Source: an optimization exercise on an open RTL-to-GDS flow (aim: small area, a short achievable clock period and few clock cycles per item). Production flows keep margins and buffers that such runs may drop.
RTL that was checked went through simulation tests only; none was proved equivalent to the original.
No functional check of the RTL was part of runs 2 to 4.

## flow/run.sh

```bash
#!/bin/bash
# synth_recipe.tcl (not shown) runs the flow's synth.tcl, then flattens the netlist and writes it again
# the make line also repeats each setting of config.mk as NAME=value (left out here)
make -C /OpenROAD-flow-scripts/flow DESIGN_CONFIG=/design/flow/config.mk WORK_HOME=/design/flow/orfs CLKGATE_MAP_FILE= SYNTH_SCRIPT=/design/flow/synth_recipe.tcl finish
```

## flow/config.mk

```make
export PLATFORM = sky130hd
export DESIGN_NAME = adc_scan_scale_smooth
export DESIGN_NICKNAME = adc_scan_scale_smooth
export VERILOG_FILES = /design/flow/design.v
export SDC_FILE = /design/flow/constraint.sdc
export NUM_CORES = 4
export LEC_CHECK = 0
export CAP_MARGIN = 20
export CORE_MARGIN = 2
export CORE_UTILIZATION = 40
export SLEW_MARGIN = 20
```

## flow/constraint.sdc

```tcl
create_clock -name core_clock -period 9.5 [get_ports {clock}]
set_input_delay 1.9000 -clock core_clock [delete_from_list [all_inputs] [get_ports {clock}]]
set_output_delay 1.9000 -clock core_clock [all_outputs]
set_load 0.01 [all_outputs]
```

## flow/design.v

```verilog
`timescale 1ns / 1ps
package adcsss_pkg;
   localparam logic [1:0] CH_TEMP = 2'd0;
   localparam logic [1:0] CH_VOLT = 2'd1;
   localparam logic [1:0] CH_CURR = 2'd2;
   localparam logic [7:0] MUX_TEMP = 8'h42;
   localparam logic [7:0] MUX_VOLT = 8'h03;
   localparam logic [7:0] MUX_CURR = 8'h04;
   localparam logic [13:0]        MV_PER_LSB_Q16 = 14'd10000;
   localparam logic [31:0]        TEMP_ROUND     = 32'h0000_0800;
   localparam logic signed [32:0] KELVIN_Q16     = 33'sd17901158;
   localparam logic signed [51:0] GAIN_ROUND     = 52'sd128;
   localparam logic signed [51:0] SMOOTH_ROUND   = 52'sd32768;
   localparam logic [16:0]        ALPHA_ONE      = 17'd65536;
   localparam logic [15:0]        VOLTAGE_GAIN_RST   = 16'd768;
   localparam logic [15:0]        CURRENT_GAIN_RST   = 16'd128;
   localparam logic signed [23:0] VOLTAGE_BIAS_RST   = 24'sd0;
   localparam logic signed [23:0] CURRENT_BIAS_RST   = 24'sd0;
   localparam logic [16:0]        TEMP_ALPHA_RST     = 17'd13107;
   localparam logic [16:0]        VOLTAGE_ALPHA_RST  = 17'd13107;
   localparam logic [16:0]        CURRENT_ALPHA_RST  = 17'd655;
   localparam logic [31:0]        TEMP_CAL_RST       = 32'd0;
   typedef enum logic [2:0] {
      REG_VOLTAGE_GAIN  = 3'd0,
      REG_CURRENT_GAIN  = 3'd1,
      REG_VOLTAGE_BIAS  = 3'd2,
      REG_CURRENT_BIAS  = 3'd3,
      REG_TEMP_ALPHA    = 3'd4,
      REG_VOLTAGE_ALPHA = 3'd5,
      REG_CURRENT_ALPHA = 3'd6,
      REG_TEMP_CAL      = 3'd7
   } reg_index_type;
   typedef struct packed {
      logic [15:0]        voltage_gain;
      logic [15:0]        current_gain;
      logic signed [23:0] voltage_bias;
      logic signed [23:0] current_bias;
      logic [16:0]        temp_alpha;
      logic [16:0]        voltage_alpha;
      logic [16:0]        current_alpha;
      logic [31:0]        temp_calibration;
   } cfg_type;
   typedef enum logic [2:0] {
      ST_IDLE,
      ST_SCALE,
      ST_VALUE,
      ST_SMOOTH,
      ST_UPDATE
   } state_type;
   typedef struct packed {
      logic load;
      logic scale;
      logic value;
      logic smooth;
      logic commit;
   } cmd_type;
endpackage
`timescale 1ns / 1ps
module adcsss_csr (
   input  logic                clock,
   input  logic                reset,
   input  logic                csr_we,
   input  logic [2:0]          csr_index,
   input  logic [31:0]         csr_wdata,
   output adcsss_pkg::cfg_type cfg
);
   adcsss_pkg::cfg_type cfg_ff;
   logic [16:0]         alpha_w;
   assign alpha_w = csr_wdata[16] ? adcsss_pkg::ALPHA_ONE : csr_wdata[16:0];
   always_ff @(posedge clock) begin
      if (reset) begin
         cfg_ff.voltage_gain     <= adcsss_pkg::VOLTAGE_GAIN_RST;
         cfg_ff.current_gain     <= adcsss_pkg::CURRENT_GAIN_RST;
         cfg_ff.voltage_bias     <= adcsss_pkg::VOLTAGE_BIAS_RST;
         cfg_ff.current_bias     <= adcsss_pkg::CURRENT_BIAS_RST;
         cfg_ff.temp_alpha       <= adcsss_pkg::TEMP_ALPHA_RST;
         cfg_ff.voltage_alpha    <= adcsss_pkg::VOLTAGE_ALPHA_RST;
         cfg_ff.current_alpha    <= adcsss_pkg::CURRENT_ALPHA_RST;
         cfg_ff.temp_calibration <= adcsss_pkg::TEMP_CAL_RST;
      end else if (csr_we) begin
         case (csr_index)
            adcsss_pkg::REG_VOLTAGE_GAIN:  cfg_ff.voltage_gain     <= csr_wdata[15:0];
            adcsss_pkg::REG_CURRENT_GAIN:  cfg_ff.current_gain     <= csr_wdata[15:0];
            adcsss_pkg::REG_VOLTAGE_BIAS:  cfg_ff.voltage_bias     <= csr_wdata[23:0];
            adcsss_pkg::REG_CURRENT_BIAS:  cfg_ff.current_bias     <= csr_wdata[23:0];
            adcsss_pkg::REG_TEMP_ALPHA:    cfg_ff.temp_alpha       <= alpha_w;
            adcsss_pkg::REG_VOLTAGE_ALPHA: cfg_ff.voltage_alpha    <= alpha_w;
            adcsss_pkg::REG_CURRENT_ALPHA: cfg_ff.current_alpha    <= alpha_w;
            default:                       cfg_ff.temp_calibration <= csr_wdata;
         endcase
      end
   end
   assign cfg = cfg_ff;
endmodule
`timescale 1ns / 1ps
module adcsss_ctrl (
   input  logic               clock,
   input  logic               reset,
   input  logic               res_valid,    
   input  logic [1:0]         res_channel,
   input  logic signed [31:0] res_value,
   output logic               go,           
   output logic               rsp_valid,
   input  logic               rsp_ready,
   output logic [1:0]         rsp_channel,
   output logic signed [31:0] rsp_smoothed_value,
   output logic [7:0]         rsp_next_mux
);
   logic               out_v_ff;
   logic [1:0]         out_ch_ff;
   logic signed [31:0] out_val_ff;
   logic               sk_v_ff;
   logic [1:0]         sk_ch_ff;
   logic signed [31:0] sk_val_ff;
   logic               out_free;
   logic               res_in;
   assign go       = !sk_v_ff;
   assign out_free = !out_v_ff || rsp_ready;
   assign res_in   = go && res_valid;
   always_ff @(posedge clock) begin
      if (reset) begin
         out_v_ff <= 1'b0;
         sk_v_ff  <= 1'b0;
      end else begin
         if (sk_v_ff) begin
            if (rsp_ready) sk_v_ff <= 1'b0;
         end else begin
            sk_v_ff <= res_in && !out_free;
         end
         if (out_free) out_v_ff <= sk_v_ff || res_in;
      end
   end
   always_ff @(posedge clock) begin
      if (out_free) begin
         out_ch_ff  <= sk_v_ff ? sk_ch_ff  : res_channel;
         out_val_ff <= sk_v_ff ? sk_val_ff : res_value;
      end
      if (go) begin
         sk_ch_ff  <= res_channel;
         sk_val_ff <= res_value;
      end
   end
   assign rsp_valid          = out_v_ff;
   assign rsp_channel        = out_ch_ff;
   assign rsp_smoothed_value = out_val_ff;
   always_comb begin
      unique case (out_ch_ff)
         adcsss_pkg::CH_TEMP: rsp_next_mux = adcsss_pkg::MUX_VOLT;
         adcsss_pkg::CH_VOLT: rsp_next_mux = adcsss_pkg::MUX_CURR;
         default:             rsp_next_mux = adcsss_pkg::MUX_TEMP;
      endcase
   end
endmodule
`timescale 1ns / 1ps
module adcsss_dp (
   input  logic                clock,
   input  logic                reset,
   input  logic                go,
   input  logic                accept,
   input  adcsss_pkg::cfg_type cfg,
   input  logic [13:0]         req_sample,
   output logic                res_valid,
   output logic [1:0]          res_channel,
   output logic signed [31:0]  res_value
);
   logic [1:0]         ptr_ff;
   logic               v0_ff, v1_ff, v2_ff, v3_ff;
   logic [1:0]         ch0_ff, ch1_ff, ch2_ff, ch3_ff;
   logic [13:0]        s_ff;
   logic signed [28:0] opa_ff;
   logic [40:0]        p_ff;         
   logic signed [32:0] diff_ff;
   logic signed [31:0] avg_ff [0:2];
   logic signed [23:0] bias1;
   logic signed [28:0] vsum;
   logic signed [16:0] tdiff;
   logic signed [28:0] opa_in;
   assign bias1  = (ch0_ff == adcsss_pkg::CH_VOLT) ? cfg.voltage_bias : cfg.current_bias;
   assign vsum   = $signed({5'd0, 24'(s_ff) * 24'd625}) + $signed({{1{bias1[23]}}, bias1, 4'd0});
   assign tdiff  = $signed({1'b0, cfg.temp_calibration[31:16]}) - $signed({5'd0, s_ff[13:2]});
   assign opa_in = (ch0_ff == adcsss_pkg::CH_TEMP) ? {{12{tdiff[16]}}, tdiff} : vsum;
   logic [15:0]        opb;
   logic signed [44:0] prod1;
   always_comb begin
      unique case (ch1_ff)
         adcsss_pkg::CH_TEMP: opb = cfg.temp_calibration[15:0];
         adcsss_pkg::CH_VOLT: opb = cfg.voltage_gain;
         default:             opb = cfg.current_gain;
      endcase
   end
   assign prod1 = opa_ff * $signed({1'b0, opb})
                  + ((ch1_ff == adcsss_pkg::CH_TEMP) ? 45'sd2048 : 45'sd8);
   logic [15:0]        k;
   logic signed [16:0] khi;
   logic signed [31:0] tval;
   logic signed [31:0] gval;
   logic signed [31:0] value;
   logic signed [31:0] avg3;
   assign k    = p_ff[23:8];                       
   assign khi  = $signed({1'b0, k}) - 17'sd274;
   assign tval = (khi > 17'sd32767) ? 32'sh7fff_ffff : {khi[15:0], 16'd55706};
   assign gval = (p_ff[40:31] == {10{p_ff[31]}}) ? p_ff[31:0]
               : (p_ff[40] ? 32'sh8000_0000 : 32'sh7fff_ffff);
   assign value = (ch2_ff == adcsss_pkg::CH_TEMP) ? tval : gval;
   assign avg3  = avg_ff[ch2_ff];
   logic [16:0]        alpha;
   logic signed [31:0] avg4;
   logic signed [49:0] acc;
   always_comb begin
      unique case (ch3_ff)
         adcsss_pkg::CH_TEMP: alpha = cfg.temp_alpha;
         adcsss_pkg::CH_VOLT: alpha = cfg.voltage_alpha;
         default:             alpha = cfg.current_alpha;
      endcase
   end
   assign avg4 = avg_ff[ch3_ff];
   assign acc  = diff_ff * $signed({1'b0, alpha}) + $signed({{2{avg4[31]}}, avg4, 16'h8000});
   assign res_valid   = v3_ff;
   assign res_channel = ch3_ff;
   assign res_value   = acc[47:16];
   always_ff @(posedge clock) begin
      if (reset) begin
         ptr_ff    <= adcsss_pkg::CH_TEMP;
         v0_ff     <= 1'b0;
         v1_ff     <= 1'b0;
         v2_ff     <= 1'b0;
         v3_ff     <= 1'b0;
         avg_ff[0] <= '0;
         avg_ff[1] <= '0;
         avg_ff[2] <= '0;
      end else if (go) begin
         if (accept) ptr_ff <= (ptr_ff == adcsss_pkg::CH_CURR) ? adcsss_pkg::CH_TEMP : ptr_ff + 2'd1;
         v0_ff <= accept;
         v1_ff <= v0_ff;
         v2_ff <= v1_ff;
         v3_ff <= v2_ff;
         if (v3_ff) avg_ff[ch3_ff] <= res_value;
      end
   end
   always_ff @(posedge clock) begin
      if (go) begin
         s_ff    <= req_sample;
         ch0_ff  <= ptr_ff;
         ch1_ff  <= ch0_ff;
         ch2_ff  <= ch1_ff;
         ch3_ff  <= ch2_ff;
         opa_ff  <= opa_in;
         p_ff    <= prod1[44:4];
         diff_ff <= $signed({value[31], value}) - $signed({avg3[31], avg3});
      end
   end
endmodule
`timescale 1ns / 1ps
module adc_scan_scale_smooth (
   input  logic                clock,
   input  logic                reset,
   input  logic                req_valid,
   output logic                req_ready,
   input  logic [13:0]         req_sample,
   output logic                rsp_valid,
   input  logic                rsp_ready,
   output logic [1:0]          rsp_channel,
   output logic signed [31:0]  rsp_smoothed_value,
   output logic [7:0]          rsp_next_mux,
   input  logic                csr_we,
   input  logic [2:0]          csr_index,
   input  logic [31:0]         csr_wdata
);
   adcsss_pkg::cfg_type cfg;
   logic                go;
   logic                res_valid;
   logic [1:0]          res_channel;
   logic signed [31:0]  res_value;
   assign req_ready = go;
   adcsss_csr u_csr (
      .clock     (clock),
      .reset     (reset),
      .csr_we    (csr_we),
      .csr_index (csr_index),
      .csr_wdata (csr_wdata),
      .cfg       (cfg)
   );
   adcsss_dp u_dp (
      .clock       (clock),
      .reset       (reset),
      .go          (go),
      .accept      (req_valid && go),
      .cfg         (cfg),
      .req_sample  (req_sample),
      .res_valid   (res_valid),
      .res_channel (res_channel),
      .res_value   (res_value)
   );
   adcsss_ctrl u_ctrl (
      .clock              (clock),
      .reset              (reset),
      .res_valid          (res_valid),
      .res_channel        (res_channel),
      .res_value          (res_value),
      .go                 (go),
      .rsp_valid          (rsp_valid),
      .rsp_ready          (rsp_ready),
      .rsp_channel        (rsp_channel),
      .rsp_smoothed_value (rsp_smoothed_value),
      .rsp_next_mux       (rsp_next_mux)
   );
endmodule
```

==> impl_metrics.env, run 1 <==
export IMPL_fmax_ghz=0.1215
export IMPL_post_cts_buffers=0
export IMPL_wl_met2_um=78390
export IMPL_finalNetCount=7909
export IMPL_clock_latency_ps=670
export IMPL_holdBufCountCts=0
export IMPL_setup_viol=0
export IMPL_firstDrtPassIters=6
export IMPL_post_synth_instance_area_um2=61710
export IMPL_crit_type="flip-flop to flip-flop"
export IMPL_cts_made_buffers=55
export IMPL_core_um2=153700
export IMPL_wl_met3_um=9159
export IMPL_gr_total_overflow=0
export IMPL_drc_errors=0
export IMPL_postSynthAreaPerCell_um2=9.487
export IMPL_io_pin_count=98
export IMPL_fillCellCount=14885
export IMPL_critical_path_max_fanout=32
export IMPL_insertedDiodeCount=0
export IMPL_antenna_left=0
export IMPL_grt_use_total_pct=21.28
export IMPL_maxCapViolCount=0
export IMPL_cts_tree="yes"
export IMPL_critPathSlowestCell="fa_1"
export IMPL_row_count=144
export IMPL_setup_ws_ps=1271
export IMPL_antenna_found_initial=4
export IMPL_start_kind="flip-flop"
export IMPL_slew_violations=0
export IMPL_yosysWarningCount=3
export IMPL_setup_worst_path_end_class="flip-flop"
export IMPL_ys_ff_latch=496
export IMPL_initial_core_util_pct=40.15
export IMPL_ys_types=91
export IMPL_drt_iter0_drc=2907
export IMPL_grt_pass1_vias=47143
export IMPL_areaGrowthSynthToFinish_pct=8.451
export IMPL_critPathMaxStageDelay_ps=860
export IMPL_status="timing/DRC/antenna clean"
export IMPL_place_area_um2=65040
export IMPL_vias=43612
export IMPL_tightest_slew_ps=1123
export IMPL_clock_root_buffer="clkbuf_16"
export IMPL_synth_edf_count=287
export IMPL_htreeDepth=2
export IMPL_die_h_um=396.8
export IMPL_grt_pass1_wl_um=263800
export IMPL_dp_slack_ps=1316
export IMPL_path_common_cell="fa_1"
export IMPL_crit_family="adder cells"
export IMPL_rsz0062_at_grt="false"
export IMPL_min_period_ps=8229
export IMPL_final_setup_tns_ps=0
export IMPL_crit_buf_inv=5
export IMPL_top_layer="met5"
export IMPL_dieArea_um2=157400
export IMPL_holdWs_ps=454.3
export IMPL_postSynthCellCount=6505
export IMPL_cts_buffer_depth=3
export IMPL_layout_drive_gt1_share_pct=5.000
export IMPL_post_route_util_pct=43.55
export IMPL_period_share_pct=86.62
export IMPL_yosysSeqAreaShare_pct=20.75
export IMPL_synthArstFlopShare_pct=0
export IMPL_wire_per_inst_um=19.03
export IMPL_ys_flop_type="edfxtp_1"
export IMPL_clock_sinks=496
export IMPL_clk_pin_slew_ps=70
export IMPL_grt_max_degree=103
export IMPL_cts_resized_gates=0
export IMPL_portBuffers=93
export IMPL_design_area_um2=66930
export IMPL_gp_congestion=0.9059
export IMPL_dp_hpwl_um=126100
export IMPL_m1WireLength_um=70990
export IMPL_routed_via_density=5.104
export IMPL_relSlewSlack_pct=24.92
export IMPL_critical_path_required_ps=9880
export IMPL_routed_wirelength_um=162600
export IMPL_min_path_type="flip-flop to flip-flop"
export IMPL_hold_viol=0
export IMPL_die_w_um=396.8
export IMPL_finClkSkew_ps=45.77
export IMPL_critical_path_arrival_ps=8610
## state kept, by name, summed over array words and instances (netlist names), named ones only
register,flops
u_dp.ptr_ff,2
u_dp.opa_ff,29
u_ctrl.sk_ch_ff,2
u_ctrl.out_val_ff,32
u_dp.avg_ff,128
u_ctrl.out_ch_ff,2
u_ctrl.sk_val_ff,32
u_dp.v0_ff,1
u_dp.ch0_ff,2
u_dp.v3_ff,1
u_dp.p_ff,41
u_dp.ch1_ff,2
u_csr.cfg_ff,163
u_dp.ch2_ff,2
u_dp.diff_ff,33
u_dp.v2_ff,1
u_ctrl.sk_v_ff,1
u_ctrl.out_v_ff,1
u_dp.v1_ff,1
u_dp.ch3_ff,2
u_dp.s_ff,14
## metrics by stage
step	cells
after CTS	8544
after floorplan	6508
after global routing	8544
after detailed placement	8440
final	8544
after global placement	8440
## final timing paths
| check | start | end | slack, ps | cells past startpoint |
|---|---|---|---|---|
| setup / recovery | u_dp.ch3_ff[0] | u_ctrl.out_val_ff[30] | 1270 | 25 |
| hold / removal | u_ctrl.sk_val_ff[26] | u_ctrl.sk_val_ff[26] | 450 | 2 |
| setup reg to reg | u_dp.ch3_ff[0] | u_ctrl.out_val_ff[30] | 1270 | 25 |
| hold reg to reg | u_ctrl.sk_val_ff[26] | u_ctrl.sk_val_ff[26] | 450 | 2 |
## cell usage after synthesis (19+ instances only)
cell         n  area share (%)
a21o_1      71            0.86
inv_1     1280             7.8
nand2b_1    68            0.69
and2_1     203             2.1
ha_1       381             7.7
a31oi_1     19            0.19
dfxtp_1    209             6.8
nand3_1     35            0.28
nor2_1     261             1.6
xnor2_1    113             1.6
fa_1      1021              33
o21ai_1     22            0.18
xor2_1      41            0.58
nor3_1      41            0.33
mux4_2      64             2.3
edfxtp_1   287              14
mux2i_1     42            0.68
o21bai_1    19            0.23
a211o_1     22            0.31
o21ai_0    121            0.98
o21a_1      32            0.39
a21oi_1    319             2.6
nor2b_1    427             4.3
clkbuf_1   262             1.6
nand2_1    884             5.4
## kinds of logic (layout without fill, tap and decap cells)
| family | Yosys count | after routing | share of synthesized area [%] |
|---|---|---|---|
| AO/OA/AOI/OAI | 742 | 742 | 7.504 |
| buffers and inverters | 1564 | 1556 | 9.552 |
| multiplexers | 114 | 114 | 3.163 |
| adder cells (fa/ha/maj) | 1402 | 1402 | 40.85 |
| AND/OR/NAND/NOR | 2029 | 2029 | 15.92 |
| XOR/XNOR | 157 | 157 | 2.265 |
| other | 1 | 4 | 0.006077 |
| flip-flops | 496 | 496 | 20.75 |
## worst register-to-register path, cell delays in order (launching register included)
cell and delay (ps):
edfxtp_1 640, buf_4 340, mux2i_1 230, nor2_1 70, a21oi_2 100, buf_4 430
nand2b_1 260, fa_1 510, fa_1 860, inv_1 160, fa_1 530, fa_1 450
fa_1 550, inv_1 50, fa_1 490, inv_1 50, ha_1 370, a21o_1 220
a21oi_1 150, o21bai_1 120, a31oi_1 220, o21ai_1 140, or3_1 410, o21a_1 170
a21oi_1 340, o31ai_1 130
## routing by layer
metal / GRT usage, % / vias to the layer above
met1: 28.52 / 22173
met4: 5.153 / 2
met3: 2.747 / 248
met5: 0 / -
met2: 36.50 / 1126
li1: - / 20063
## cells in the final DEF, fill, tap and decap left out, drive strengths merged, types with 80 or more instances in the layout
master and n:
edfxtp 287, o21ai 146, buf 80, xnor2 116
and2 203, inv 1289, a21oi 322, nand2 884
nor2 261, clkdlybuf4s50 92, dfxtp 209, fa 1021
ha 381, nor2b 427
## final cells by class
class                   count  area [um^2]  share of cell area [%]
inverters                1280         4810                   7.187
clock inverters            30        317.8                  0.4749
repair buffers            172         1550                   2.316
flip-flops and latches    496        12810                   19.14
well taps                2044         2557                   3.821
clock buffers              74         1560                   2.331
multi-input cells        4448        43320                   64.73
Testbench counts, summed over its fixed seeds: cycles 4,840, samples 4,800.
==> inputs of run 2 (changes only) <==
--- a/flow/design.v
+++ b/flow/design.v
@@ -152,6 +152,129 @@
    end
 endmodule
 `timescale 1ns / 1ps
+module adcsss_csa_tree #(
+   parameter int N = 3,
+   parameter int W = 8
+) (
+   input  logic [N*W-1:0] rows,
+   output logic [W-1:0]   sum,
+   output logic [W-1:0]   carry
+);
+   function automatic integer count_at(input integer level);
+      integer n, i;
+      begin
+         n = N;
+         for (i = 0; i < level; i = i + 1) n = 2 * (n / 3) + n % 3;
+         count_at = n;
+      end
+   endfunction
+   function automatic integer depth(input integer dummy);
+      integer n, i, l;
+      begin
+         n = N;
+         l = 0;
+         for (i = 0; i < 64; i = i + 1) begin
+            if (n > 2) begin
+               n = 2 * (n / 3) + n % 3;
+               l = l + 1;
+            end
+         end
+         depth = l;
+      end
+   endfunction
+   localparam integer L = depth(0);
+   for (genvar l = 0; l <= L; l++) begin : lv
+      localparam integer NL = count_at(l);
+      logic [NL*W-1:0] v;
+      if (l == 0) begin : g_in
+         assign v = rows;
+      end else begin : g_red
+         localparam integer NP = count_at(l - 1);
+         for (genvar g = 0; g < NP / 3; g++) begin : g_fa
+            logic [W-1:0] a, b, c;
+            assign a = lv[l-1].v[(3*g)*W +: W];
+            assign b = lv[l-1].v[(3*g+1)*W +: W];
+            assign c = lv[l-1].v[(3*g+2)*W +: W];
+            assign v[(2*g)*W +: W]   = a ^ b ^ c;
+            assign v[(2*g+1)*W +: W] = {((a[W-2:0] & b[W-2:0]) | (a[W-2:0] & c[W-2:0])
+                                        | (b[W-2:0] & c[W-2:0])), 1'b0};
+         end
+         for (genvar r = 0; r < NP % 3; r++) begin : g_pass
+            assign v[(2*(NP/3)+r)*W +: W] = lv[l-1].v[(3*(NP/3)+r)*W +: W];
+         end
+      end
+   end
+   if (N == 1) begin : g_one
+      assign sum   = lv[L].v[W-1:0];
+      assign carry = '0;
+   end else begin : g_two
+      assign sum   = lv[L].v[W-1:0];
+      assign carry = lv[L].v[2*W-1:W];
+   end
+endmodule
+module adcsss_booth_enc #(
+   parameter int D = 9
+) (
+   input  logic [2*D-1:0] y,       
+   output logic [D-1:0]   one,
+   output logic [D-1:0]   two,
+   output logic [D-1:0]   neg
+);
+   logic [2*D:0] yy;
+   assign yy = {y, 1'b0};
+   for (genvar i = 0; i < D; i++) begin : g_d
+      logic lo, mid, hi;
+      assign lo     = yy[2*i];
+      assign mid    = yy[2*i+1];
+      assign hi     = yy[2*i+2];
+      assign one[i] = mid ^ lo;
+      assign two[i] = (hi & !mid & !lo) | (!hi & mid & lo);
+      assign neg[i] = hi;
+   end
+endmodule
+module adcsss_booth_rows #(
+   parameter int WX = 29,
+   parameter int D  = 9,
+   parameter int W  = 45
+) (
+   input  logic signed [WX-1:0] x,
+   input  logic [D-1:0]         one,
+   input  logic [D-1:0]         two,
+   input  logic [D-1:0]         neg,
+   input  logic [W-1:0]         extra,    
+   output logic [(D+1)*W-1:0]   rows
+);
+   function automatic [W-1:0] kconst(input integer dummy);
+      reg [W-1:0] k, one;
+      integer i;
+      begin
+         k = {W{1'b0}};
+         one = {{(W-1){1'b0}}, 1'b1};
+         for (i = 0; i < D; i = i + 1) k = k - (one << (WX + 2*i));
+         kconst = k;
+      end
+   endfunction
+   localparam [W-1:0] K = kconst(0);
+   logic [WX:0]  xe;       
+   logic [WX+1:0] x2;      
+   assign xe = {x[WX-1], x};
+   assign x2 = {xe, 1'b0};
+   logic [W-1:0] negrow;
+   for (genvar i = 0; i < D; i++) begin : g_r
+      logic [WX:0] mag, r;
+      assign mag = ({(WX+1){one[i]}} & xe) | ({(WX+1){two[i]}} & x2[WX:0]);
+      assign r   = mag ^ {(WX+1){neg[i]}};
+      assign rows[i*W +: W] = {{(W-WX-1){1'b0}}, !r[WX], r[WX-1:0]} << (2*i);
+   end
+   for (genvar i = 0; i < W; i++) begin : g_n
+      if (i % 2 == 0 && i / 2 < D) begin : g_neg
+         assign negrow[i] = neg[i/2] | K[i] | extra[i];
+      end else begin : g_k
+         assign negrow[i] = K[i] | extra[i];
+      end
+   end
+   assign rows[D*W +: W] = negrow;
+endmodule
 module adcsss_dp (
    input  logic                clock,
    input  logic                reset,
@@ -163,60 +286,122 @@
    output logic [1:0]          res_channel,
    output logic signed [31:0]  res_value
 );
+   localparam int W1 = 45;    
+   localparam int W2 = 48;    
    logic [1:0]         ptr_ff;
-   logic               v0_ff, v1_ff, v2_ff, v3_ff;
-   logic [1:0]         ch0_ff, ch1_ff, ch2_ff, ch3_ff;
+   logic               v0_ff, v1_ff, v2_ff, v3_ff, v4_ff;
+   logic [1:0]         ch0_ff, ch1_ff, ch2_ff, ch3_ff, ch4_ff;
    logic [13:0]        s_ff;
-   logic signed [28:0] opa_ff;
-   logic [40:0]        p_ff;         
+   logic signed [28:0] x_ff;
+   logic [8:0]         g_one_ff, g_two_ff, g_neg_ff;
+   logic [W1-1:0]      ps_ff, pc_ff;
+   logic signed [31:0] val_ff;
+   logic [1:0]         ch25_ff;
+   logic               v25_ff;
    logic signed [32:0] diff_ff;
+   logic [8:0]         a_one_ff, a_two_ff, a_neg_ff;
+   logic [W2-1:0]      qs_ff, qc_ff;
    logic signed [31:0] avg_ff [0:2];
    logic signed [23:0] bias1;
    logic signed [28:0] vsum;
    logic signed [16:0] tdiff;
-   logic signed [28:0] opa_in;
-   assign bias1  = (ch0_ff == adcsss_pkg::CH_VOLT) ? cfg.voltage_bias : cfg.current_bias;
-   assign vsum   = $signed({5'd0, 24'(s_ff) * 24'd625}) + $signed({{1{bias1[23]}}, bias1, 4'd0});
-   assign tdiff  = $signed({1'b0, cfg.temp_calibration[31:16]}) - $signed({5'd0, s_ff[13:2]});
-   assign opa_in = (ch0_ff == adcsss_pkg::CH_TEMP) ? {{12{tdiff[16]}}, tdiff} : vsum;
+   logic signed [28:0] x_in;
    logic [15:0]        opb;
-   logic signed [44:0] prod1;
+   logic [8:0]         g_one, g_two, g_neg;
+   assign bias1 = (ch0_ff == adcsss_pkg::CH_VOLT) ? cfg.voltage_bias : cfg.current_bias;
+   logic [5*29-1:0] vrows;
+   logic [28:0]     vs, vc;
+   assign vrows = {{15'd0, s_ff} << 9, {15'd0, s_ff} << 7, {15'd0, s_ff}, ~({15'd0, s_ff} << 4),
+                   {bias1[23], bias1, 4'd1}};
+   adcsss_csa_tree #(.N(5), .W(29)) u_tree0 (
+      .rows  (vrows),
+      .sum   (vs),
+      .carry (vc)
+   );
+   assign vsum  = vs + vc;
+   assign tdiff = $signed({1'b0, cfg.temp_calibration[31:16]}) - $signed({5'd0, s_ff[13:2]});
+   assign x_in  = (ch0_ff == adcsss_pkg::CH_TEMP) ? {{12{tdiff[16]}}, tdiff} : vsum;
    always_comb begin
-      unique case (ch1_ff)
+      unique case (ch0_ff)
          adcsss_pkg::CH_TEMP: opb = cfg.temp_calibration[15:0];
          adcsss_pkg::CH_VOLT: opb = cfg.voltage_gain;
          default:             opb = cfg.current_gain;
       endcase
    end
-   assign prod1 = opa_ff * $signed({1'b0, opb})
-                  + ((ch1_ff == adcsss_pkg::CH_TEMP) ? 45'sd2048 : 45'sd8);
+   adcsss_booth_enc #(.D(9)) u_genc (
+      .y   ({2'b00, opb}),
+      .one (g_one),
+      .two (g_two),
+      .neg (g_neg)
+   );
+   logic [10*W1-1:0] rows1;
+   logic [W1-1:0]    extra1;
+   logic [W1-1:0]    ps_in, pc_in;
+   assign extra1 = (ch1_ff == adcsss_pkg::CH_TEMP) ? 45'd2048 : 45'd8;
+   adcsss_booth_rows #(.WX(29), .D(9), .W(W1)) u_rows1 (
+      .x     (x_ff),
+      .one   (g_one_ff),
+      .two   (g_two_ff),
+      .neg   (g_neg_ff),
+      .extra (extra1),
+      .rows  (rows1)
+   );
+   adcsss_csa_tree #(.N(10), .W(W1)) u_tree1 (
+      .rows  (rows1),
+      .sum   (ps_in),
+      .carry (pc_in)
+   );
+   logic [W1-1:0]      p;
    logic [15:0]        k;
    logic signed [16:0] khi;
    logic signed [31:0] tval;
    logic signed [31:0] gval;
    logic signed [31:0] value;
    logic signed [31:0] avg3;
-   assign k    = p_ff[23:8];                       
+   logic [16:0]        alpha;
+   logic [8:0]         a_one, a_two, a_neg;
+   assign p    = ps_ff + pc_ff;
+   assign k    = p[27:12];
    assign khi  = $signed({1'b0, k}) - 17'sd274;
    assign tval = (khi > 17'sd32767) ? 32'sh7fff_ffff : {khi[15:0], 16'd55706};
-   assign gval = (p_ff[40:31] == {10{p_ff[31]}}) ? p_ff[31:0]
-               : (p_ff[40] ? 32'sh8000_0000 : 32'sh7fff_ffff);
+   assign gval = (p[44:35] == {10{p[35]}}) ? p[35:4]
+               : (p[44] ? 32'sh8000_0000 : 32'sh7fff_ffff);
    assign value = (ch2_ff == adcsss_pkg::CH_TEMP) ? tval : gval;
-   assign avg3  = avg_ff[ch2_ff];
-   logic [16:0]        alpha;
-   logic signed [31:0] avg4;
-   logic signed [49:0] acc;
+   assign avg3  = avg_ff[ch25_ff];
    always_comb begin
-      unique case (ch3_ff)
+      unique case (ch25_ff)
          adcsss_pkg::CH_TEMP: alpha = cfg.temp_alpha;
          adcsss_pkg::CH_VOLT: alpha = cfg.voltage_alpha;
          default:             alpha = cfg.current_alpha;
       endcase
    end
-   assign avg4 = avg_ff[ch3_ff];
-   assign acc  = diff_ff * $signed({1'b0, alpha}) + $signed({{2{avg4[31]}}, avg4, 16'h8000});
-   assign res_valid   = v3_ff;
-   assign res_channel = ch3_ff;
+   adcsss_booth_enc #(.D(9)) u_aenc (
+      .y   ({1'b0, alpha}),
+      .one (a_one),
+      .two (a_two),
+      .neg (a_neg)
+   );
+   logic [10*W2-1:0] rows2;
+   logic [W2-1:0]    qs_in, qc_in;
+   adcsss_booth_rows #(.WX(33), .D(9), .W(W2)) u_rows2 (
+      .x     (diff_ff),
+      .one   (a_one_ff),
+      .two   (a_two_ff),
+      .neg   (a_neg_ff),
+      .extra (48'd32768),
+      .rows  (rows2)
+   );
+   adcsss_csa_tree #(.N(10), .W(W2)) u_tree2 (
+      .rows  (rows2),
+      .sum   (qs_in),
+      .carry (qc_in)
+   );
+   logic signed [31:0] avg5;
+   logic [W2-1:0]      acc;
+   assign avg5 = avg_ff[ch4_ff];
+   assign acc  = qs_ff + qc_ff + {avg5, 16'd0};
+   assign res_valid   = v4_ff;
+   assign res_channel = ch4_ff;
    assign res_value   = acc[47:16];
    always_ff @(posedge clock) begin
       if (reset) begin
@@ -225,6 +410,8 @@
          v1_ff     <= 1'b0;
          v2_ff     <= 1'b0;
          v3_ff     <= 1'b0;
+         v25_ff    <= 1'b0;
+         v4_ff     <= 1'b0;
          avg_ff[0] <= '0;
          avg_ff[1] <= '0;
          avg_ff[2] <= '0;
@@ -233,20 +420,34 @@
          v0_ff <= accept;
          v1_ff <= v0_ff;
          v2_ff <= v1_ff;
-         v3_ff <= v2_ff;
-         if (v3_ff) avg_ff[ch3_ff] <= res_value;
+         v25_ff <= v2_ff;
+         v3_ff <= v25_ff;
+         v4_ff <= v3_ff;
+         if (v4_ff) avg_ff[ch4_ff] <= res_value;
       end
    end
    always_ff @(posedge clock) begin
       if (go) begin
-         s_ff    <= req_sample;
-         ch0_ff  <= ptr_ff;
-         ch1_ff  <= ch0_ff;
-         ch2_ff  <= ch1_ff;
-         ch3_ff  <= ch2_ff;
-         opa_ff  <= opa_in;
-         p_ff    <= prod1[44:4];
-         diff_ff <= $signed({value[31], value}) - $signed({avg3[31], avg3});
+         s_ff     <= req_sample;
+         ch0_ff   <= ptr_ff;
+         ch1_ff   <= ch0_ff;
+         ch2_ff   <= ch1_ff;
+         ch25_ff  <= ch2_ff;
+         ch3_ff   <= ch25_ff;
+         ch4_ff   <= ch3_ff;
+         x_ff     <= x_in;
+         g_one_ff <= g_one;
+         g_two_ff <= g_two;
+         g_neg_ff <= g_neg;
+         ps_ff    <= ps_in;
+         pc_ff    <= pc_in;
+         val_ff   <= value;
+         diff_ff  <= $signed({val_ff[31], val_ff}) - $signed({avg3[31], avg3});
+         a_one_ff <= a_one;
+         a_two_ff <= a_two;
+         a_neg_ff <= a_neg;
+         qs_ff    <= qs_in;
+         qc_ff    <= qc_in;
       end
    end
 endmodule
--- a/flow/config.mk
+++ b/flow/config.mk
@@ -8,4 +8,5 @@
 export CAP_MARGIN = 20
 export CORE_MARGIN = 2
 export CORE_UTILIZATION = 40
+export SETUP_SLACK_MARGIN = 5
 export SLEW_MARGIN = 20
==> impl_metrics.env, run 2 <==
export IMPL_ys_types=79
export IMPL_tightest_slew_ps=1082
export IMPL_use_met1_pct=27.39
export IMPL_drt_iter0_drc=3461
export IMPL_min_period_ps=5184
export IMPL_multiInputGateArea_um2=34820
export IMPL_areaGrowthSynthToFinish_pct=11.53
export IMPL_holdWs_ps=448.2
export IMPL_fmax_ghz=0.1929
export IMPL_layout_drive_gt1_share_pct=9.147
export IMPL_crit_type="flip-flop to flip-flop"
export IMPL_grt_max_degree=142
export IMPL_largest_register_ffs=163
export IMPL_antenna_left=0
export IMPL_routed_via_density=5.486
export IMPL_portBuffers=93
export IMPL_setup_viol=0
export IMPL_die_w_um=385.0
export IMPL_design_area_um2=64750
export IMPL_status="timing/DRC/antenna clean"
export IMPL_grt_pass1_wl_um=245200
export IMPL_critical_path_required_ps=9940
export IMPL_routed_wirelength_um=159400
export IMPL_synth_area_leaders="edfxtp_1 26%, fa_1 16%, xnor2_1 8.3%"
export IMPL_io_pin_count=98
export IMPL_gr_usage_met2_pct=36.06
export IMPL_clock_latency_ps=710
export IMPL_critical_path_arrival_ps=5620
export IMPL_initial_core_util_pct=40.36
export IMPL_htreeDepth=3
export IMPL_reg_top3="u_csr.cfg_ff x163, u_dp.avg_ff x128, u_dp.qs_ff x47"
export IMPL_clock_sinks=720
export IMPL_hold_viol=0
export IMPL_die_h_um=385.0
export IMPL_gr_total_overflow=0
export IMPL_ys_ff_latch=720
export IMPL_place_area_um2=60500
export IMPL_post_synth_instance_area_um2=58060
export IMPL_synth_edf_count=509
export IMPL_synthArstFlopShare_pct=0
export IMPL_grt_use_met3_pct=3.226
export IMPL_critical_path_max_fanout=8
export IMPL_cts_made_buffers=81
export IMPL_ff_latch_area_um2=19520
export IMPL_dieArea_um2=148200
export IMPL_period_share_pct=54.57
export IMPL_post_route_util_pct=45.02
export IMPL_min_path_type="flip-flop to flip-flop"
export IMPL_yosysWarningCount=3
export IMPL_rsz0062_at_grt="true"
export IMPL_final_setup_tns_ps=0
export IMPL_cts_buffer_depth=3
export IMPL_gp_congestion=0.8775
export IMPL_postSynthCellCount=5702
export IMPL_synthTopCellsByCount="783 x inv_1, 551 x xnor2_1, 522 x a22oi_1"
export IMPL_regMostFlops="u_csr.cfg_ff"
export IMPL_cts_tree="yes"
export IMPL_synth_top_area_share_pct=26.33
export IMPL_grt_use_total_pct=21.23
export IMPL_grt_pass1_vias=42140
export IMPL_core_um2=143800
export IMPL_dp_slack_ps=3736
export IMPL_yosysSeqAreaShare_pct=33.60
export IMPL_drc_errors=0
export IMPL_setup_worst_path_end_class="flip-flop"
export IMPL_final_cell_mix="779 x inv_1, 540 x xnor2_1, 518 x a22oi_1, 509 x edfxtp_1, 482 x nand2_1"
export IMPL_finalNetCount=6487
export IMPL_clk_pin_slew_ps=60
export IMPL_setup_ws_ps=4316
export IMPL_start_kind="flip-flop"
export IMPL_antenna_found_initial=1
export IMPL_slew_violations=0
export IMPL_firstDrtPassIters=5
export IMPL_postSynthAreaPerCell_um2=10.18
export IMPL_ys_flop_type="edfxtp_1"
export IMPL_wire_per_inst_um=21.03
export IMPL_maxCapViolCount=0
export IMPL_synth_most_common_cell="inv_1"
export IMPL_row_count=139
export IMPL_clock_root_buffer="clkbuf_16"
export IMPL_final_common_cell="inv_1"
export IMPL_relSlewSlack_pct=27.66
export IMPL_dp_hpwl_um=109100
export IMPL_synth_top_area_cell="edfxtp_1"
export IMPL_finClkSkew_ps=39.90
export IMPL_grt_busiest_layer="met2"
export IMPL_vias=41579
export IMPL_fillCellCount=13451
## run 2: cell types whose count changed after synthesis, sizes merged, moves of 34 or more
cell    delta
and2     -169
buf       +34
xor2      +72
nand2    -401
edfxtp   +222
nor2b    -388
xnor2    +435
a22oi    +524
inv      -494
clkbuf   +107
nand2b    -41
fa       -543
a21oi     -59
## run 2: cell type report
cell class              instances  share of cell area [%]
well taps                    1903                   3.677
multi-input cells            3772                   53.78
flip-flops and latches        720                   30.14
diodes                          2                0.007730
clock inverters                42                  0.6821
inverters                     789                   4.593
repair buffers                241                   3.594
clock buffers                 110                   3.519
## run 2: kinds of logic (layout without fill, tap and decap cells)
kind of cell | after synthesis | count (layout) | synth area share [%]
xor gates and xnor gates | 664 | 664 | 10.02
buffers and inverters | 1214 | 1182 | 7.894
other | 1 | 6 | 0.006459
muxes | 135 | 135 | 3.754
and+or+nand+nor | 986 | 986 | 7.450
adders and majority gates | 828 | 828 | 24.03
AOI/OAI and AO/OA | 1154 | 1155 | 13.25
DFF | 720 | 720 | 33.60
## run 2: timing repair
item                                    4_1_cts  5_1_grt
endpoints found under the setup margin      170      111
pin swaps                                    27       42
gates cloned                                  4        2
gates resized for setup                      65      112
hold buffers                                  0        0
buffers inserted                             23       35
## run 2: per-layer routing
metal	share of wire (%)	wire length (um)
met2	49	78600
met3	6.0	9619
met5	0	0
met1	41	65680
met4	3.4	5462
## run 2: critical path, stage by stage, from the launching register on
cell and delay [ps]:
edfxtp_1 440, buf_12 160, nor2b_4 130, buf_12 130, mux2_4 300, fa_1 500
fa_1 420, fa_1 540, ha_4 220, a211oi_2 220, o211ai_1 160, a31oi_2 220
o21ai_2 100, a41oi_2 210, a21oi_2 100, a41o_1 200, or4_1 420, a31oi_2 200
xor2_1 190, o21ai_1 70
## run 2: final timing paths
| path | start | to | cells past startpoint | slack (ps) |
|---|---|---|---|---|
| worst min-delay path | u_dp.ch1_ff[0] | u_dp.ch2_ff[0] | 0 | 450 |
| worst max register to register | u_dp.ch0_ff[0] | u_dp.x_ff[27] | 19 | 4320 |
| worst max-delay path | u_dp.ch0_ff[0] | u_dp.x_ff[27] | 19 | 4320 |
| worst min register to register | u_dp.ch1_ff[0] | u_dp.ch2_ff[0] | 0 | 450 |
## run 2: stage by stage
| stage | cells |
|---|---|
| finish | 7579 |
| global route | 7578 |
| CTS | 7539 |
| detailed placement | 7360 |
| global placement | 7360 |
| floorplan | 5705 |
==> inputs of run 3 (changes only) <==
--- a/flow/config.mk
+++ b/flow/config.mk
@@ -8,5 +8,4 @@
 export CAP_MARGIN = 20
 export CORE_MARGIN = 2
 export CORE_UTILIZATION = 40
-export SETUP_SLACK_MARGIN = 5
 export SLEW_MARGIN = 20
==> impl_metrics.env, run 3 <==
export IMPL_crit_chain="buf_4, nor2b_2, buf_4, mux2_2, fa_1, fa_1, fa_1, ha_1, a211oi_1, o211ai_1, a31oi_1, o21ai_0, a41oi_1, a21oi_1, a41o_1, or4_1, a31oi_1, xor2_1, o21ai_0"
export IMPL_ys_flop_type="edfxtp_1"
export IMPL_row_count=139
export IMPL_regMostFlops="u_csr.cfg_ff"
export IMPL_synth_top_area_share_pct=26.33
export IMPL_die_h_um=385.0
export IMPL_cts_made_buffers=82
export IMPL_synth_area_leaders="edfxtp_1 26%, fa_1 16%, xnor2_1 8.3%"
export IMPL_die_w_um=385.0
export IMPL_reg2reg_from="u_dp.ch0_ff[0]"
export IMPL_antenna_left=0
export IMPL_cts_buffer_depth=3
export IMPL_io_pin_count=98
export IMPL_largest_register_ffs=163
export IMPL_holdPathStages=0
export IMPL_crit_type="flip-flop to flip-flop"
export IMPL_final_setup_tns_ps=0
export IMPL_routed_wirelength_um=156300
export IMPL_drc_errors=0
export IMPL_post_cts_buffers=0
export IMPL_critical_path_arrival_ps=6520
export IMPL_vias=41304
export IMPL_gp_congestion=0.8870
export IMPL_period_share_pct=64.00
export IMPL_crit_family="compound AO/OA/AOI/OAI gates"
export IMPL_slew_violations=0
export IMPL_firstDrtPassIters=6
export IMPL_grt_pass1_vias=41657
export IMPL_fmax_ghz=0.1645
export IMPL_clk_pin_slew_ps=60
export IMPL_finalNetCount=6423
export IMPL_start_kind="flip-flop"
export IMPL_initial_core_util_pct=40.36
export IMPL_tightest_slew_ps=1187
export IMPL_htreeDepth=3
export IMPL_dp_hpwl_um=109200
export IMPL_min_period_ps=6080
export IMPL_critPathMaxStageDelay_ps=500
export IMPL_core_um2=143800
export IMPL_routed_via_density=5.497
export IMPL_finClkSkew_ps=66.82
export IMPL_grt_pass1_wl_um=241000
export IMPL_rsz0062_at_grt="false"
export IMPL_synth_edf_count=509
export IMPL_gr_total_overflow=0
export IMPL_areaGrowthSynthToFinish_pct=9.116
export IMPL_ys_types=79
export IMPL_dp_slack_ps=3449
export IMPL_final_common_cell="inv_1"
export IMPL_postSynthCellCount=5702
export IMPL_rr_worst_depth=19
export IMPL_postSynthAreaPerCell_um2=10.18
export IMPL_reg2reg_slack_ps=3420
export IMPL_post_synth_instance_area_um2=58060
export IMPL_critPathSlowestCell="fa_1"
export IMPL_cts_tree="yes"
export IMPL_setup_viol=0
export IMPL_antenna_found_initial=0
export IMPL_clock_latency_ps=710
export IMPL_dieArea_um2=148200
export IMPL_layout_drive_gt1_share_pct=6.026
export IMPL_wire_per_inst_um=20.80
export IMPL_post_route_util_pct=44.04
export IMPL_numPlacedInstances=7360
export IMPL_holdPathEnd="u_dp.ch4_ff[0]"
export IMPL_synth_most_common_cell="inv_1"
export IMPL_crit_buf_inv=2
export IMPL_cts_resized_gates=0
export IMPL_yosysSeqAreaShare_pct=33.60
export IMPL_rr_endpoint="u_dp.x_ff[27]"
export IMPL_synthTopCellsByCount="783 x inv_1, 551 x xnor2_1, 522 x a22oi_1"
export IMPL_yosysWarningCount=3
export IMPL_portBuffers=93
export IMPL_maxCapViolCount=0
export IMPL_status="timing/DRC/antenna clean"
export IMPL_clock_sinks=720
export IMPL_setup_ws_ps=3420
export IMPL_hold_viol=0
export IMPL_fin_cells=7514
export IMPL_ys_ff_latch=720
export IMPL_drt_iter0_drc=2950
export IMPL_grt_use_total_pct=20.90
export IMPL_critical_path_max_fanout=24
export IMPL_synthArstFlopShare_pct=0
export IMPL_path_common_cell="fa_1"
export IMPL_min_path_type="flip-flop to flip-flop"
export IMPL_clock_root_buffer="clkbuf_16"
export IMPL_final_cell_mix="782 x inv_1, 551 x xnor2_1, 521 x a22oi_1, 509 x edfxtp_1, 483 x nand2_1"
export IMPL_hp_start="u_dp.ch3_ff[0]"
export IMPL_grt_max_degree=132
export IMPL_critical_path_required_ps=9940
export IMPL_holdBufCountCts=0
export IMPL_relSlewSlack_pct=20.67
export IMPL_synth_top_area_cell="edfxtp_1"
export IMPL_reg_top3="u_csr.cfg_ff x163, u_dp.avg_ff x128, u_dp.qs_ff x47"
export IMPL_setup_worst_path_end_class="flip-flop"
## run 3: cell types whose count changed in the layout (fill, tap and decap cells not counted), moves of 7 or more
cell	previous run	this run
ha_4	19	0
xor2_2	7	0
clkinv_2	18	10
xnor2_1	540	551
xor2_1	106	113
buf_4	126	83
a31oi_1	18	25
a21oi_2	19	1
buf_12	9	1
xnor2_2	11	0
a21oi_1	239	262
o21ai_1	28	13
o21ai_0	129	151
ha_1	328	350
## run 3: cell type report
type,instances,area (um^2)
clock inverter,43,595.6
clock buffer,109,2306
fill,13633,80480
tap,1903,2381
sequential,720,19520
antenna,2,5.005
timing repair buffer,177,1575
multi-input combinational,3771,34000
inverter,789,2969
## run 3: routing by layer
metal	global-route usage (%)	vias up	share of wire (%)
li1	-	18861	-
met1	27.01	20771	42
met2	35.14	1347	49
met3	3.309	325	5.7
met4	8.001	0	3.8
met5	0	-	0
## run 3: logic make-up (layout without fill, tap and decap cells)
family,after synthesis,after routing,share of synthesized area [%]
XOR/XNOR,664,664,10.02
other,1,6,0.006459
adder cells (fa/ha/maj),828,828,24.03
AO/OA/AOI/OAI,1154,1154,13.25
flip-flops,720,720,33.60
AND/OR/NAND/NOR,986,986,7.450
buffers and inverters,1214,1118,7.894
multiplexers,135,135,3.754
## run 3: through the flow
step	hold slack, ps	cell area, um^2
finish	432.7	63350
global route	432.2	63340
CTS	429.9	63340
detailed placement	434.5	60440
global placement	431.7	60430
floorplan	417.4	58070
## run 3: worst max-delay path by stage
stage,start,to,slack [ps],cells after the start
after detailed placement,u_dp.ch0_ff[0],u_dp.x_ff[27],3450,19
after global routing,u_dp.ch0_ff[0],u_dp.x_ff[27],3140,19
after CTS,u_dp.ch0_ff[0],u_dp.x_ff[27],3440,19
after floorplan,u_ctrl.sk_v_ff,req_ready,290,2
final,u_dp.ch0_ff[0],u_dp.x_ff[27],3420,19
after global placement,u_dp.ch0_ff[0],u_dp.x_ff[27],3460,19
==> inputs of run 4 (changes only) <==
--- a/flow/design.v
+++ b/flow/design.v
@@ -288,41 +288,50 @@
 );
    localparam int W1 = 45;    
    localparam int W2 = 48;    
+   function automatic [W1-1:0] kconst1(input integer dummy);
+      reg [W1-1:0] k, one;
+      integer i;
+      begin
+         k = {W1{1'b0}};
+         one = {{(W1-1){1'b0}}, 1'b1};
+         for (i = 0; i < 9; i = i + 1) k = k - (one << (29 + 2*i));
+         kconst1 = k;
+      end
+   endfunction
+   localparam [W1-1:0] K1      = kconst1(0);
+   localparam [W1-1:0] K1_TEMP = K1 + 45'd2048 - (45'd274 << 12);
+   localparam [W1-1:0] K1_GAIN = K1 + 45'd8;
    logic [1:0]         ptr_ff;
-   logic               v0_ff, v1_ff, v2_ff, v3_ff, v4_ff;
-   logic [1:0]         ch0_ff, ch1_ff, ch2_ff, ch3_ff, ch4_ff;
-   logic [13:0]        s_ff;
+   logic               v1_ff, v2_ff, v3_ff, v4_ff, v5_ff, v6_ff;
+   logic [1:0]         ch1_ff, ch2_ff, ch3_ff, ch4_ff, ch5_ff, ch6_ff;
+   logic [28:0]        xs_ff, xc_ff;
    logic signed [28:0] x_ff;
    logic [8:0]         g_one_ff, g_two_ff, g_neg_ff;
    logic [W1-1:0]      ps_ff, pc_ff;
    logic signed [31:0] val_ff;
-   logic [1:0]         ch25_ff;
-   logic               v25_ff;
    logic signed [32:0] diff_ff;
    logic [8:0]         a_one_ff, a_two_ff, a_neg_ff;
    logic [W2-1:0]      qs_ff, qc_ff;
    logic signed [31:0] avg_ff [0:2];
-   logic signed [23:0] bias1;
-   logic signed [28:0] vsum;
-   logic signed [16:0] tdiff;
-   logic signed [28:0] x_in;
-   logic [15:0]        opb;
-   logic [8:0]         g_one, g_two, g_neg;
-   assign bias1 = (ch0_ff == adcsss_pkg::CH_VOLT) ? cfg.voltage_bias : cfg.current_bias;
-   logic [5*29-1:0] vrows;
-   logic [28:0]     vs, vc;
-   assign vrows = {{15'd0, s_ff} << 9, {15'd0, s_ff} << 7, {15'd0, s_ff}, ~({15'd0, s_ff} << 4),
-                   {bias1[23], bias1, 4'd1}};
+   logic signed [23:0] bias0;
+   logic [28:0]        s29;
+   logic [5*29-1:0]    vrows;
+   logic [28:0]        vs, vc;
+   logic [28:0]        xs_in, xc_in;
+   assign bias0 = (ptr_ff == adcsss_pkg::CH_VOLT) ? cfg.voltage_bias : cfg.current_bias;
+   assign s29   = {15'd0, req_sample};
+   assign vrows = {s29 << 9, s29 << 7, s29, ~(s29 << 4), {bias0[23], bias0, 4'd0}};
    adcsss_csa_tree #(.N(5), .W(29)) u_tree0 (
       .rows  (vrows),
       .sum   (vs),
       .carry (vc)
    );
-   assign vsum  = vs + vc;
-   assign tdiff = $signed({1'b0, cfg.temp_calibration[31:16]}) - $signed({5'd0, s_ff[13:2]});
-   assign x_in  = (ch0_ff == adcsss_pkg::CH_TEMP) ? {{12{tdiff[16]}}, tdiff} : vsum;
+   assign xs_in = (ptr_ff == adcsss_pkg::CH_TEMP) ? {13'd0, cfg.temp_calibration[31:16]} : vs;
+   assign xc_in = (ptr_ff == adcsss_pkg::CH_TEMP) ? ~{17'd0, req_sample[13:2]} : vc;
+   logic [15:0]        opb;
+   logic [8:0]         g_one, g_two, g_neg;
    always_comb begin
-      unique case (ch0_ff)
+      unique case (ch1_ff)
          adcsss_pkg::CH_TEMP: opb = cfg.temp_calibration[15:0];
          adcsss_pkg::CH_VOLT: opb = cfg.voltage_gain;
          default:             opb = cfg.current_gain;
@@ -335,41 +344,41 @@
       .neg (g_neg)
    );
    logic [10*W1-1:0] rows1;
-   logic [W1-1:0]    extra1;
+   logic [11*W1-1:0] rows1k;
    logic [W1-1:0]    ps_in, pc_in;
-   assign extra1 = (ch1_ff == adcsss_pkg::CH_TEMP) ? 45'd2048 : 45'd8;
    adcsss_booth_rows #(.WX(29), .D(9), .W(W1)) u_rows1 (
       .x     (x_ff),
       .one   (g_one_ff),
       .two   (g_two_ff),
       .neg   (g_neg_ff),
-      .extra (extra1),
+      .extra ('0),
       .rows  (rows1)
    );
-   adcsss_csa_tree #(.N(10), .W(W1)) u_tree1 (
-      .rows  (rows1),
+   assign rows1k = {(ch2_ff == adcsss_pkg::CH_TEMP) ? K1_TEMP - K1 : K1_GAIN - K1, rows1};
+   adcsss_csa_tree #(.N(11), .W(W1)) u_tree1 (
+      .rows  (rows1k),
       .sum   (ps_in),
       .carry (pc_in)
    );
    logic [W1-1:0]      p;
-   logic [15:0]        k;
-   logic signed [16:0] khi;
+   logic [15:0]        kk;
+   logic               tsat;
    logic signed [31:0] tval;
    logic signed [31:0] gval;
    logic signed [31:0] value;
-   logic signed [31:0] avg3;
-   logic [16:0]        alpha;
-   logic [8:0]         a_one, a_two, a_neg;
    assign p    = ps_ff + pc_ff;
-   assign k    = p[27:12];
-   assign khi  = $signed({1'b0, k}) - 17'sd274;
-   assign tval = (khi > 17'sd32767) ? 32'sh7fff_ffff : {khi[15:0], 16'd55706};
+   assign kk   = p[27:12];
+   assign tsat = kk[15] && (kk <= 16'd65261);
+   assign tval = tsat ? 32'sh7fff_ffff : {kk, 16'd55706};
    assign gval = (p[44:35] == {10{p[35]}}) ? p[35:4]
                : (p[44] ? 32'sh8000_0000 : 32'sh7fff_ffff);
-   assign value = (ch2_ff == adcsss_pkg::CH_TEMP) ? tval : gval;
-   assign avg3  = avg_ff[ch25_ff];
+   assign value = (ch3_ff == adcsss_pkg::CH_TEMP) ? tval : gval;
+   logic signed [31:0] avg4;
+   logic [16:0]        alpha;
+   logic [8:0]         a_one, a_two, a_neg;
+   assign avg4 = avg_ff[ch4_ff];
    always_comb begin
-      unique case (ch25_ff)
+      unique case (ch4_ff)
          adcsss_pkg::CH_TEMP: alpha = cfg.temp_alpha;
          adcsss_pkg::CH_VOLT: alpha = cfg.voltage_alpha;
          default:             alpha = cfg.current_alpha;
@@ -381,8 +390,11 @@
       .two (a_two),
       .neg (a_neg)
    );
-   logic [10*W2-1:0] rows2;
-   logic [W2-1:0]    qs_in, qc_in;
+   logic signed [31:0] avg5;
+   logic [10*W2-1:0]   rows2;
+   logic [11*W2-1:0]   rows2a;
+   logic [W2-1:0]      qs_in, qc_in;
+   assign avg5 = avg_ff[ch5_ff];
    adcsss_booth_rows #(.WX(33), .D(9), .W(W2)) u_rows2 (
       .x     (diff_ff),
       .one   (a_one_ff),
@@ -391,58 +403,58 @@
       .extra (48'd32768),
       .rows  (rows2)
    );
-   adcsss_csa_tree #(.N(10), .W(W2)) u_tree2 (
-      .rows  (rows2),
+   assign rows2a = {avg5, 16'd0, rows2};
+   adcsss_csa_tree #(.N(11), .W(W2)) u_tree2 (
+      .rows  (rows2a),
       .sum   (qs_in),
       .carry (qc_in)
    );
-   logic signed [31:0] avg5;
-   logic [W2-1:0]      acc;
-   assign avg5 = avg_ff[ch4_ff];
-   assign acc  = qs_ff + qc_ff + {avg5, 16'd0};
-   assign res_valid   = v4_ff;
-   assign res_channel = ch4_ff;
+   logic [W2-1:0] acc;
+   assign acc         = qs_ff + qc_ff;
+   assign res_valid   = v6_ff;
+   assign res_channel = ch6_ff;
    assign res_value   = acc[47:16];
    always_ff @(posedge clock) begin
       if (reset) begin
          ptr_ff    <= adcsss_pkg::CH_TEMP;
-         v0_ff     <= 1'b0;
          v1_ff     <= 1'b0;
          v2_ff     <= 1'b0;
          v3_ff     <= 1'b0;
-         v25_ff    <= 1'b0;
          v4_ff     <= 1'b0;
+         v5_ff     <= 1'b0;
+         v6_ff     <= 1'b0;
          avg_ff[0] <= '0;
          avg_ff[1] <= '0;
          avg_ff[2] <= '0;
       end else if (go) begin
          if (accept) ptr_ff <= (ptr_ff == adcsss_pkg::CH_CURR) ? adcsss_pkg::CH_TEMP : ptr_ff + 2'd1;
-         v0_ff <= accept;
-         v1_ff <= v0_ff;
+         v1_ff <= accept;
          v2_ff <= v1_ff;
-         v25_ff <= v2_ff;
-         v3_ff <= v25_ff;
+         v3_ff <= v2_ff;
          v4_ff <= v3_ff;
-         if (v4_ff) avg_ff[ch4_ff] <= res_value;
+         v5_ff <= v4_ff;
+         v6_ff <= v5_ff;
+         if (v6_ff) avg_ff[ch6_ff] <= res_value;
       end
    end
    always_ff @(posedge clock) begin
       if (go) begin
-         s_ff     <= req_sample;
-         ch0_ff   <= ptr_ff;
-         ch1_ff   <= ch0_ff;
+         ch1_ff   <= ptr_ff;
          ch2_ff   <= ch1_ff;
-         ch25_ff  <= ch2_ff;
-         ch3_ff   <= ch25_ff;
+         ch3_ff   <= ch2_ff;
          ch4_ff   <= ch3_ff;
-         x_ff     <= x_in;
+         ch5_ff   <= ch4_ff;
+         ch6_ff   <= ch5_ff;
+         xs_ff    <= xs_in;
+         xc_ff    <= xc_in;
+         x_ff     <= xs_ff + xc_ff + 29'd1;
          g_one_ff <= g_one;
          g_two_ff <= g_two;
          g_neg_ff <= g_neg;
          ps_ff    <= ps_in;
          pc_ff    <= pc_in;
          val_ff   <= value;
-         diff_ff  <= $signed({val_ff[31], val_ff}) - $signed({avg3[31], avg3});
+         diff_ff  <= $signed({val_ff[31], val_ff}) - $signed({avg4[31], avg4});
          a_one_ff <= a_one;
          a_two_ff <= a_two;
          a_neg_ff <= a_neg;
--- a/flow/config.mk
+++ b/flow/config.mk
@@ -8,4 +8,5 @@
 export CAP_MARGIN = 20
 export CORE_MARGIN = 2
 export CORE_UTILIZATION = 40
+export SETUP_SLACK_MARGIN = 5
 export SLEW_MARGIN = 20
==> impl_metrics.env, run 4 <==
export IMPL_status="timing/DRC/antenna clean"
export IMPL_clock_sinks=762
export IMPL_postSynthAreaPerCell_um2=10.49
export IMPL_critical_path_required_ps=9920
export IMPL_grt_max_degree=169
export IMPL_cts_tree="yes"
export IMPL_ys_ff_latch=762
export IMPL_grt_pass1_wl_um=242000
export IMPL_fin_cells=7543
export IMPL_layout_drive_gt1_share_pct=6.967
export IMPL_tightest_slew_ps=1131
export IMPL_portBuffers=93
export IMPL_core_um2=148200
export IMPL_crit_chain="a22oi_1, xor2_1, fa_1, fa_1, fa_1, fa_1, inv_1, fa_1"
export IMPL_final_setup_tns_ps=0
export IMPL_firstDrtPassIters=6
export IMPL_min_path_type="flip-flop to flip-flop"
export IMPL_clk_pin_slew_ps=60
export IMPL_synth_top_area_share_pct=27.66
export IMPL_gp_congestion=0.8627
export IMPL_crit_type="flip-flop to flip-flop"
export IMPL_min_period_ps=4383
export IMPL_ys_flop_type="edfxtp_1"
export IMPL_setup_viol=0
export IMPL_drc_errors=0
export IMPL_die_h_um=390.7
export IMPL_setup_worst_path_end_class="flip-flop"
export IMPL_critical_path_arrival_ps=4800
export IMPL_clock_latency_ps=720
export IMPL_synthArstFlopShare_pct=0
export IMPL_ys_types=95
export IMPL_relSlewSlack_pct=24.40
export IMPL_final_cell_mix="655 x inv_1, 551 x edfxtp_1, 504 x fa_1, 501 x nand2_1, 489 x a22oi_1"
export IMPL_design_area_um2=65390
export IMPL_cts_buffer_depth=3
export IMPL_cts_made_buffers=86
export IMPL_areaGrowthSynthToFinish_pct=9.301
export IMPL_synthTopCellsByCount="656 x inv_1, 551 x edfxtp_1, 504 x fa_1"
export IMPL_wire_per_inst_um=20.39
export IMPL_holdPathEnd="u_dp.ch6_ff[1]"
export IMPL_synth_top_area_cell="edfxtp_1"
export IMPL_slew_violations=0
export IMPL_clock_root_buffer="clkbuf_16"
export IMPL_htreeDepth=3
export IMPL_start_kind="flip-flop"
export IMPL_synth_edf_count=551
export IMPL_grt_pass1_vias=41960
export IMPL_yosysWarningCount=3
export IMPL_reg_top3="u_csr.cfg_ff x163, u_dp.avg_ff x128, u_dp.qs_ff x46"
export IMPL_critPathMaxStageDelay_ps=1030
export IMPL_critPathSlowestCell="edfxtp_1"
export IMPL_gr_total_overflow=0
export IMPL_post_synth_instance_area_um2=59820
export IMPL_die_w_um=390.7
export IMPL_period_share_pct=46.13
export IMPL_antenna_found_initial=3
export IMPL_drt_iter0_drc=3630
export IMPL_largest_register_ffs=163
export IMPL_postSynthCellCount=5701
export IMPL_rsz0062_at_grt="false"
export IMPL_reg2reg_from="u_dp.x_ff[2]"
export IMPL_holdPathStages=0
export IMPL_fmax_ghz=0.2282
export IMPL_dp_hpwl_um=110100
export IMPL_regMostFlops="u_csr.cfg_ff"
export IMPL_yosysSeqAreaShare_pct=34.72
export IMPL_routed_via_density=5.518
export IMPL_numPlacedInstances=7371
export IMPL_rr_endpoint="u_dp.ps_ff[16]"
export IMPL_synth_area_leaders="edfxtp_1 28%, fa_1 17%, ha_1 7.1%"
export IMPL_hold_viol=0
export IMPL_maxCapViolCount=0
export IMPL_synth_most_common_cell="inv_1"
export IMPL_routed_wirelength_um=153800
export IMPL_antenna_left=0
export IMPL_crit_family="adder cells"
export IMPL_path_common_cell="fa_1"
export IMPL_initial_core_util_pct=40.37
export IMPL_finalNetCount=6436
export IMPL_dieArea_um2=152700
export IMPL_rr_worst_depth=8
export IMPL_reg2reg_slack_ps=5120
export IMPL_final_common_cell="inv_1"
export IMPL_io_pin_count=98
export IMPL_grt_use_total_pct=20.12
export IMPL_finClkSkew_ps=61.16
export IMPL_vias=41624
export IMPL_hp_start="u_dp.ch5_ff[1]"
export IMPL_critical_path_max_fanout=17
export IMPL_crit_buf_inv=1
export IMPL_place_area_um2=62130
export IMPL_row_count=141
## run 4: layout make-up
class | instances | area (um^2)
multi-input cells | 3845 | 34980
diodes | 1 | 2.502
inverters | 659 | 2477
flip-flops and latches | 762 | 20770
repair buffers | 185 | 1694
clock buffers | 119 | 2481
well taps | 1930 | 2415
fillers | 14003 | 82800
clock inverters | 42 | 569.3
## run 4: cell families (layout without fill, tap and decap cells)
kind of cell    after synthesis  after routing  synth area share [%]
compound gates             1182           1182                 13.61
buf+inv                    1098           1005                 7.006
simple gates               1039           1039                 7.636
fa+ha+maj                   843            843                 23.96
flops                       762            762                 34.72
xor+xnor                    639            639                 9.355
mux                         137            138                 3.716
other cells                   1              5              0.006268
## run 4: repair_timing
| action | in CTS | in global routing |
|---|---|---|
| gates cloned | 0 | 2 |
| setup endpoints to repair | 6 | 63 |
| pin swaps | 0 | 1 |
| hold buffers | 0 | 0 |
| buffers inserted | 0 | 8 |
| gates resized for setup | 4 | 9 |
## run 4: metal layers
| layer | part of all wire [%] | global-route usage, % | up-vias |
|---|---|---|---|
| met3 | 6.6 | 3.607 | 249 |
| met2 | 47 | 32.40 | 1372 |
| met5 | 0.021 | 0 | - |
| li1 | - | - | 19130 |
| met4 | 3.4 | 7.188 | 4 |
| met1 | 43 | 27.16 | 20869 |
## run 4: worst max-delay path by stage
stage | startpoint | to | slack [ps] | cells past startpoint
global placement | flip-flop | u_dp.diff_ff[29] | 4820 | 14
CTS | u_dp.qc_ff[11] | u_ctrl.out_val_ff[29] | 5000 | 11
finish | u_dp.x_ff[2] | u_dp.ps_ff[16] | 5120 | 8
floorplan | u_ctrl.sk_v_ff | u_dp.a_neg_ff[0] | 2620 | 3
detailed placement | flip-flop | u_dp.diff_ff[29] | 4800 | 14
global route | u_dp.x_ff[3] | u_dp.ps_ff[14] | 5000 | 9
## run 4: metrics by stage
stage	worst slack, ps	hold WS (ps)	util, %
detailed placement	4804	432.6	41.93
CTS	5001	447.5	44.00
finish	5117	451.4	44.12
floorplan	2622	420.4	-
global route	5002	449.1	44.12
global placement	4819	427.9	41.93

## what the ideal ports hide
How much do the figures lean on ideal ports? The routed layouts below were timed once more, with nothing changed but the port constraints.
Step 1 (the two cells are an assumption about what drives the block):
set clk [get_ports {clock}]
set_driving_cell -lib_cell sky130_fd_sc_hd__clkbuf_16 $clk
set_driving_cell -lib_cell sky130_fd_sc_hd__buf_2 [delete_from_list [all_inputs] $clk]
Step 2, shift: input delay + t, output delay - t, t = (earliest + latest rising clock arrival at the registers) / 2. This alone moves slack from input paths to output paths.
a / b / c = ideal ports / drivers / drivers and shift; a / b = the first two.
run	shift t [ns]	setup WS [ns]	worst setup path after step 2	worst slew at a driven data input, ns
run 1	0.721	1.271 / 1.271 / 1.271	register to register	0.15
run 2	0.768	4.316 / 4.316 / 4.316	register to register	0.08
run 3	0.752	3.420 / 3.420 / 3.420	register to register	0.07
run 4	0.770	5.117 / 5.117 / 4.991	input to register	0.08
After both steps every run listed still meets setup and hold. For run 4, which loses most, drivers alone change the setup slack by 0.000 ns; drivers and shift together by -0.126 ns.
